This design comes from an exercise in tuning for small area on the open sky130 flow, not from production work. Only simulation tests tie the RTL to the original design; equivalence was not proved.

==> run D: inputs <==
// game_top
module game_top
#(
    parameter int STEP_DIV    = 50,
    parameter int SHIMMER_DIV = 1500
) (
    input  logic        clk,
    input  logic        rst,
    input  logic        bright,
    input  logic        btn_left,
    input  logic        btn_right,
    input  logic        btn_jump,
    input  logic        map_sel,
    input  logic [9:0] h_count,
    input  logic [9:0] v_count,
    output logic [11:0] rgb,
    output logic [15:0] score
);
==> flow/config.mk <==
export PLATFORM = sky130hd
export DESIGN_NAME = game_top
export DESIGN_NICKNAME = game_top
export VERILOG_FILES = /design/flow/design.v
export SDC_FILE = /design/flow/constraint.sdc
export NUM_CORES = 4
export LEC_CHECK = 0
export CAP_MARGIN = 20
export CORE_MARGIN = 2
export CORE_UTILIZATION = 40
export CTS_BUF_LIST = sky130_fd_sc_hd__clkbuf_8
export SLEW_MARGIN = 20
==> flow/constraint.sdc <==
create_clock -name core_clock -period 10.0 [get_ports {clk}]
set_input_delay 2.0000 -clock core_clock [delete_from_list [all_inputs] [get_ports {clk}]]
set_output_delay 2.0000 -clock core_clock [all_outputs]
set_load 0.01 [all_outputs]
standard.sh (not shown) runs the stock make flow with config.mk's settings and CLKGATE_MAP_FILE= SYNTH_SCRIPT=/design/flow/synth_recipe.tcl, a recipe that flattens the netlist after the stock synthesis.
==> flow/flow/run.sh <==
#!/bin/bash
# layout flow: the standard synthesis, then its combinational logic re-mapped for area
# by ABC (registers untouched, best of eight seeds), then the standard layout from
# floorplan to finish
set -euo pipefail
W=$(pwd)
R=$W/orfs/results/$FLOW_PLATFORM/game_top/base
bash standard.sh synth > $W/1_standard_synth.log 2>&1
cp $R/1_2_yosys.v $W/1_2_yosys_standard.v
YOSYS=$(command -v yosys || echo $FLOW_HOME/../tools/install/yosys/bin/yosys)
export POST_LIB=$FLOW_HOME/platforms/$FLOW_PLATFORM/lib/sky130_fd_sc_hd__tt_025C_1v80.lib
export POST_IN=$W/1_2_yosys_standard.v
export POST_DONT_USE="$(cat $W/flow/dont_use.txt)"
SEEDS="0 1 2 3 4 5 6 7"
for batch in "0 1 2 3" "4 5 6 7"; do
  for s in $batch; do
    sed "s/SEED/$s/" $W/flow/post.abc.in > $W/post_$s.abc
    POST_ABC=$W/post_$s.abc POST_OUT=$W/1_2_yosys_post_$s.v \
      $YOSYS -c $W/flow/post.tcl > $W/2_post_synth_$s.log 2>&1 &
  done
  wait
done
best=""; best_area=""
for s in $SEEDS; do
  a=$(grep "Chip area" $W/2_post_synth_$s.log | tail -1 | awk '{print $NF}')
  if [[ -n "$a" && -s $W/1_2_yosys_post_$s.v ]]; then
    if [[ -z "$best" ]] || awk -v a="$a" -v b="$best_area" 'BEGIN{exit !(a < b)}'; then
      best=$s; best_area=$a
    fi
  fi
done
echo "post synthesis: seed $best, area $best_area" > $W/2_post_choice.log
export POST_OUT=$W/1_2_yosys_post_$best.v
$YOSYS -c $W/flow/check.tcl > $W/2_post_check.log 2>&1
sleep 1
cp $POST_OUT $R/1_2_yosys.v
rm -f $R/1_synth.odb $R/1_synth.sdc
# every port still gets its buffer, the smallest buffer cell of the library
export BUFFER_PORTS_ARGS="-buffer_cell sky130_fd_sc_hd__buf_1"
bash standard.sh > $W/3_standard_finish.log 2>&1
==> flow/flow/post.abc.in <==
strash
&get -n
&st
&deepsyn -T 90 -S SEED
&put
dch -f
amap -F 100 -A 100
topo
Other scripts of this flow, unchanged in this note and not shown: flow/flow/check.tcl, flow/flow/dont_use.txt, flow/flow/post.tcl
==> run E (differences from run D) <==
--- a/flow/design.v
+++ b/flow/design.v
@@ -130,12 +130,16 @@
     end
     le_const = r;
 endfunction
 function automatic logic in_rng(input coord_t v, input int lo, input int hi);
     in_rng = ge_const(v, lo) && le_const(v, hi);
 endfunction
+function automatic logic in_rng_lim(input coord_t v, input int lo, input int hi,
+                                    input int vmin, input int vmax);
+    in_rng_lim = ((lo <= vmin) || ge_const(v, lo)) && ((hi >= vmax) || le_const(v, hi));
+endfunction
 `default_nettype none
 module hero_motion
 #(
     parameter int STEP_DIV = 500000
 ) (
     input  logic    clk,
@@ -281,26 +285,31 @@
     end
     le_const = r;
 endfunction
 function automatic logic in_rng(input coord_t v, input int lo, input int hi);
     in_rng = ge_const(v, lo) && le_const(v, hi);
 endfunction
+function automatic logic in_rng_lim(input coord_t v, input int lo, input int hi,
+                                    input int vmin, input int vmax);
+    in_rng_lim = ((lo <= vmin) || ge_const(v, lo)) && ((hi >= vmax) || le_const(v, hi));
+endfunction
     localparam int CNT_W = 6;
     localparam coord_t REST_Y = coord_t'(460 - 32);
     typedef logic signed [5:0] spd_t;
     logic [CNT_W-1:0] step_cnt;
-    logic             chk_land;
+    logic             rising;
     logic [8:0] y9;
     spd_t   speed;
     logic   jumping;
     logic   on_ground;
     logic   supported;
     logic   head_hit;
     coord_t land_y;
     function automatic logic span_at(input logic m, input int i, input coord_t x);
-        span_at = in_rng(x, int'(plat_xs(m, i)) - 31, int'(plat_xe(m, i)) - 1);
+        span_at = in_rng_lim(x, int'(plat_xs(m, i)) - 31, int'(plat_xe(m, i)) - 1,
+                             143 - 1, 734 - 32 + 1);
     endfunction
     function automatic logic hit_m(input logic m, input coord_t x, input coord_t lo_y,
                                    input coord_t hi_y);
         logic hit;
         hit = 1'b0;
         for (int i = 0; i < 6; i++) begin
@@ -310,30 +319,29 @@
             end
         end
         hit_m = hit;
     endfunction
     function automatic coord_t land_m(input logic m, input coord_t y);
         coord_t top;
-        logic   best;
-        top = REST_Y;
-        for (int i = 0; i < 6; i++) begin
-            best = ge_const(y, int'(plat_y(m, i)) - 32) && !ge_const(y, REST_Y);
-            for (int j = 0; j < 6; j++) begin
-                if (int'(plat_y(m, j)) > int'(plat_y(m, i))) begin
-                    best = best && !ge_const(y, int'(plat_y(m, j)) - 32);
-                end
-            end
-            if (best) begin
-                top = coord_t'(plat_y(m, i) - 32);
-            end
+        if (ge_const(y, 416)) begin
+            top = REST_Y;
+        end else if (ge_const(y, 352)) begin
+            top = 10'd368;
+        end else if (ge_const(y, 304)) begin
+            top = m ? 10'd308 : 10'd318;
+        end else if (ge_const(y, 256)) begin
+            top = 10'd268;
+        end else if (m && !ge_const(y, 192)) begin
+            top = 10'd168;
+        end else begin
+            top = m ? 10'd208 : 10'd218;
         end
         land_m = top;
     endfunction
     assign step     = step_cnt[5] && step_cnt[4] && step_cnt[1];
     assign cnt_wrap = step_cnt[5] && step_cnt[4] && step_cnt[0];
-    assign chk_land = step_cnt[5] && step_cnt[4] && !step_cnt[1] && !step_cnt[0];
     always_ff @(posedge clk or posedge rst) begin
         if (rst) begin
             step_cnt <= '0;
         end else if (step) begin
             step_cnt <= CNT_W'(1);
         end else begin
@@ -346,39 +354,36 @@
     coord_t x_next;
     coord_t probe;
     coord_t lo_y;
     coord_t hi_y;
     logic   block;
     logic [NUM_MAPS-1:0] hit;
-    logic [NUM_MAPS-1:0] head_q;
-    logic [NUM_MAPS-1:0] onp_q;
+    logic [NUM_MAPS-1:0] vert_q;
     assign x_next = btn_left ? hero_x - 1'b1 : hero_x + 1'b1;
     assign probe  = step ? x_next : hero_x;
     always_comb begin
-        if (chk_land) begin
-            lo_y = hero_y + 10'd32;
-            hi_y = hero_y + 10'd12;
-        end else if (cnt_wrap) begin
+        if (cnt_wrap && rising) begin
             lo_y = hero_y - 10'd1;
             hi_y = hero_y - 10'd24;
+        end else if (cnt_wrap) begin
+            lo_y = hero_y + 10'd32;
+            hi_y = hero_y + 10'd12;
         end else begin
             lo_y = hero_y + 10'd31;
             hi_y = hero_y - 10'd23;
         end
     end
     assign hit = {hit_m(1'b1, probe, lo_y, hi_y), hit_m(1'b0, probe, lo_y, hi_y)};
     always_ff @(posedge clk) begin
-        if (chk_land) begin
-            onp_q <= hit;
-        end
         if (cnt_wrap) begin
-            head_q <= hit;
+            vert_q <= hit;
         end
     end
-    assign supported = on_ground || onp_q[map_sel];
-    assign head_hit  = head_q[map_sel];
+    assign rising    = jumping && (speed < 0);
+    assign supported = on_ground || vert_q[map_sel];
+    assign head_hit  = vert_q[map_sel];
     assign block  = !in_rng(x_next, 143, 734 - 32) || hit[map_sel];
     always_ff @(posedge clk or posedge rst) begin
         if (rst) begin
             hero_x  <= coord_t'(300);
             y9      <= REST_Y[8:0];
             jumping <= 1'b0;
@@ -561,23 +566,27 @@
     end
     le_const = r;
 endfunction
 function automatic logic in_rng(input coord_t v, input int lo, input int hi);
     in_rng = ge_const(v, lo) && le_const(v, hi);
 endfunction
+function automatic logic in_rng_lim(input coord_t v, input int lo, input int hi,
+                                    input int vmin, input int vmax);
+    in_rng_lim = ((lo <= vmin) || ge_const(v, lo)) && ((hi >= vmax) || le_const(v, hi));
+endfunction
     logic [NUM_MAPS-1:0][4-1:0] collected;
     coin_mask_t                          cur_mask;
     coin_mask_t                          touch;
     coin_mask_t                          take;
     logic [3:0]                          count;
     function automatic coin_mask_t touch_m(input logic m, input coord_t x, input coord_t y);
         for (int i = 0; i < 4; i++) begin
             touch_m[i] = in_rng(x, int'(coin_x(m, i)) - 32 + 1,
                                 int'(coin_x(m, i)) + 16 - 1) &&
-                         in_rng(y, int'(coin_y(m, i)) - 32 + 1,
-                                int'(coin_y(m, i)) + 16 - 1);
+                         in_rng_lim(y, int'(coin_y(m, i)) - 32 + 1,
+                                    int'(coin_y(m, i)) + 16 - 1, 48, 454);
         end
     endfunction
     assign cur_mask  = collected[map_sel];
     assign coin_mask = cur_mask;
     assign touch = map_sel ? touch_m(1'b1, hero_x, hero_y) : touch_m(1'b0, hero_x, hero_y);
     assign take  = touch & ~cur_mask;
@@ -742,19 +751,23 @@
     end
     le_const = r;
 endfunction
 function automatic logic in_rng(input coord_t v, input int lo, input int hi);
     in_rng = ge_const(v, lo) && le_const(v, hi);
 endfunction
+function automatic logic in_rng_lim(input coord_t v, input int lo, input int hi,
+                                    input int vmin, input int vmax);
+    in_rng_lim = ((lo <= vmin) || ge_const(v, lo)) && ((hi >= vmax) || le_const(v, hi));
+endfunction
     typedef enum logic [2:0] {
-        PIX_BLANK,
-        PIX_SKY,
-        PIX_GROUND,
-        PIX_PLATFORM,
-        PIX_COIN,
-        PIX_HERO
+        PIX_BLANK    = 3'd0,
+        PIX_SKY      = 3'd5,
+        PIX_GROUND   = 3'd2,
+        PIX_PLATFORM = 3'd6,
+        PIX_COIN     = 3'd7,
+        PIX_HERO     = 3'd4
     } pix_class_t;
     localparam int SHIM_N = SHIMMER_DIV / 50;
     localparam int SHIM_W = $clog2(SHIM_N);
     logic [SHIM_W-1:0] shim_cnt;
     logic [1:0]        shim_frame;
     logic       hero_px;
@@ -994,12 +1007,16 @@
     end
     le_const = r;
 endfunction
 function automatic logic in_rng(input coord_t v, input int lo, input int hi);
     in_rng = ge_const(v, lo) && le_const(v, hi);
 endfunction
+function automatic logic in_rng_lim(input coord_t v, input int lo, input int hi,
+                                    input int vmin, input int vmax);
+    in_rng_lim = ((lo <= vmin) || ge_const(v, lo)) && ((hi >= vmax) || le_const(v, hi));
+endfunction
     coord_t     hero_x;
     coord_t     hero_y;
     coin_mask_t coin_mask;
     logic       step;
     logic       cnt_wrap;
     hero_motion #(
--- a/flow/flow/run.sh
+++ b/flow/flow/run.sh
@@ -1,23 +1,24 @@
 #!/bin/bash
 # layout flow: the standard synthesis, then its combinational logic re-mapped for area
-# by ABC (registers untouched, best of eight seeds), then the standard layout from
+# by ABC (registers untouched, best of twelve seeds and choice settings), then the standard layout from
 # floorplan to finish
 set -euo pipefail
 W=$(pwd)
 R=$W/orfs/results/$FLOW_PLATFORM/game_top/base
 bash standard.sh synth > $W/1_standard_synth.log 2>&1
 cp $R/1_2_yosys.v $W/1_2_yosys_standard.v
 YOSYS=$(command -v yosys || echo $FLOW_HOME/../tools/install/yosys/bin/yosys)
 export POST_LIB=$FLOW_HOME/platforms/$FLOW_PLATFORM/lib/sky130_fd_sc_hd__tt_025C_1v80.lib
 export POST_IN=$W/1_2_yosys_standard.v
 export POST_DONT_USE="$(cat $W/flow/dont_use.txt)"
-SEEDS="0 1 2 3 4 5 6 7"
-for batch in "0 1 2 3" "4 5 6 7"; do
+SEEDS="0 1 2 3 4 5 6 7 8 9 10 11"
+DCH=("dch -f" "dch -f -x" "dch -f -W 12")
+for batch in "0 1 2 3" "4 5 6 7" "8 9 10 11"; do
   for s in $batch; do
-    sed "s/SEED/$s/" $W/flow/post.abc.in > $W/post_$s.abc
+    sed -e "s/SEED/$s/" -e "s/DCH/${DCH[$((s % 3))]}/" $W/flow/post.abc.in > $W/post_$s.abc
     POST_ABC=$W/post_$s.abc POST_OUT=$W/1_2_yosys_post_$s.v \
       $YOSYS -c $W/flow/post.tcl > $W/2_post_synth_$s.log 2>&1 &
   done
   wait
 done
 best=""; best_area=""
@@ -34,7 +35,9 @@
 $YOSYS -c $W/flow/check.tcl > $W/2_post_check.log 2>&1
 sleep 1
 cp $POST_OUT $R/1_2_yosys.v
 rm -f $R/1_synth.odb $R/1_synth.sdc
 # every port still gets its buffer, the smallest buffer cell of the library
 export BUFFER_PORTS_ARGS="-buffer_cell sky130_fd_sc_hd__buf_1"
+# the clock tree without the dummy loads that only even out the loads of its leaves
+export CTS_ARGS="-sink_clustering_enable -repair_clock_nets -buf_list sky130_fd_sc_hd__clkbuf_8 -dont_use_dummy_load"
 bash standard.sh > $W/3_standard_finish.log 2>&1
==> flow/flow/post.abc.in (replaced) <==
strash
&get -n
&st
&deepsyn -T 90 -S SEED
&put
DCH
amap -F 100 -A 100
topo
==> flow/config.mk (replaced) <==
export PLATFORM = sky130hd
export DESIGN_NAME = game_top
export DESIGN_NICKNAME = game_top
export VERILOG_FILES = /design/flow/design.v
export SDC_FILE = /design/flow/constraint.sdc
export NUM_CORES = 4
export LEC_CHECK = 0
export CAP_MARGIN = 0
export CORE_MARGIN = 2
export CORE_UTILIZATION = 40
export CTS_BUF_LIST = sky130_fd_sc_hd__clkbuf_8
export GPL_TIMING_DRIVEN = 0
export SLEW_MARGIN = 0
==> results.cfg <==
[run_status]
status = no timing/DRC/antenna violations

[finish]
layout_common_cells = nor2_1, clkinv_1, o21ai_0
seq_cells = 69

[drt]
drt_iter0_drc = 713
via_count = 6004

[pwr]
seq_power_share_pct = 48.0
clock_power_share_pct = 42.0
internal_power_w = 0.000451
switching_power_w = 0.000157

[floorplanning]
die_x_um = 118
initial_core_util_pct = 41.1
(the above is from run D)
==> results.cfg <==
[pwr]
clock_power_share_pct = 33.7
internal_power_w = 0.000380
switching_power_w = 0.000150

[run_status]
status = no timing/DRC/antenna violations

[finish]
seq_cells = 67
ff_latch_area_um2 = 1730
layout_common_cells = nor2_1, clkinv_1, o21ai_0

[timing]
rsz0062_at_grt = false
fmax_ghz = 0.153

[drt]
drt_iter0_drc = 570
highest_layer = met4
wl_met2_um = 7780
via_count = 5741

[floorplanning]
die_x_um = 115
initial_core_util_pct = 41.2
(the above is from run E)

## port drivers added, routing unchanged
The flow's constraints put no driver on any port. The routed layouts listed below were extracted and timed again, unchanged, in two steps.
Step 1 (the two cells are an assumption about what drives the block):
set clk [get_ports {clk}]
set_driving_cell -lib_cell sky130_fd_sc_hd__clkbuf_16 $clk
set_driving_cell -lib_cell sky130_fd_sc_hd__buf_2 [delete_from_list [all_inputs] $clk]
Step 2 moves the port delays by t, midway between the first and last clock arrival at a register: inputs arrive t later, outputs are due t later. That takes back most of the time a late clock gives input paths.
Three values: ideal ports, drivers, drivers and shift; two values: the first two.
run	t (ns)	slack for setup (ns)	worst hold slack (ns)	worst setup path after step 2	worst data-port slew with drivers (ns)
run D	0.396	3.438 / 3.452 / 3.056	0.470 / 0.470 / 0.470	input to register	0.04
run E	0.390	3.456 / 3.461 / 3.072	0.446 / 0.446 / 0.446	input to register	0.04
After both steps every run listed still meets setup and hold. The setup slack of run E, which loses most, moves by +0.005 ns with the drivers and by -0.384 ns with both steps.
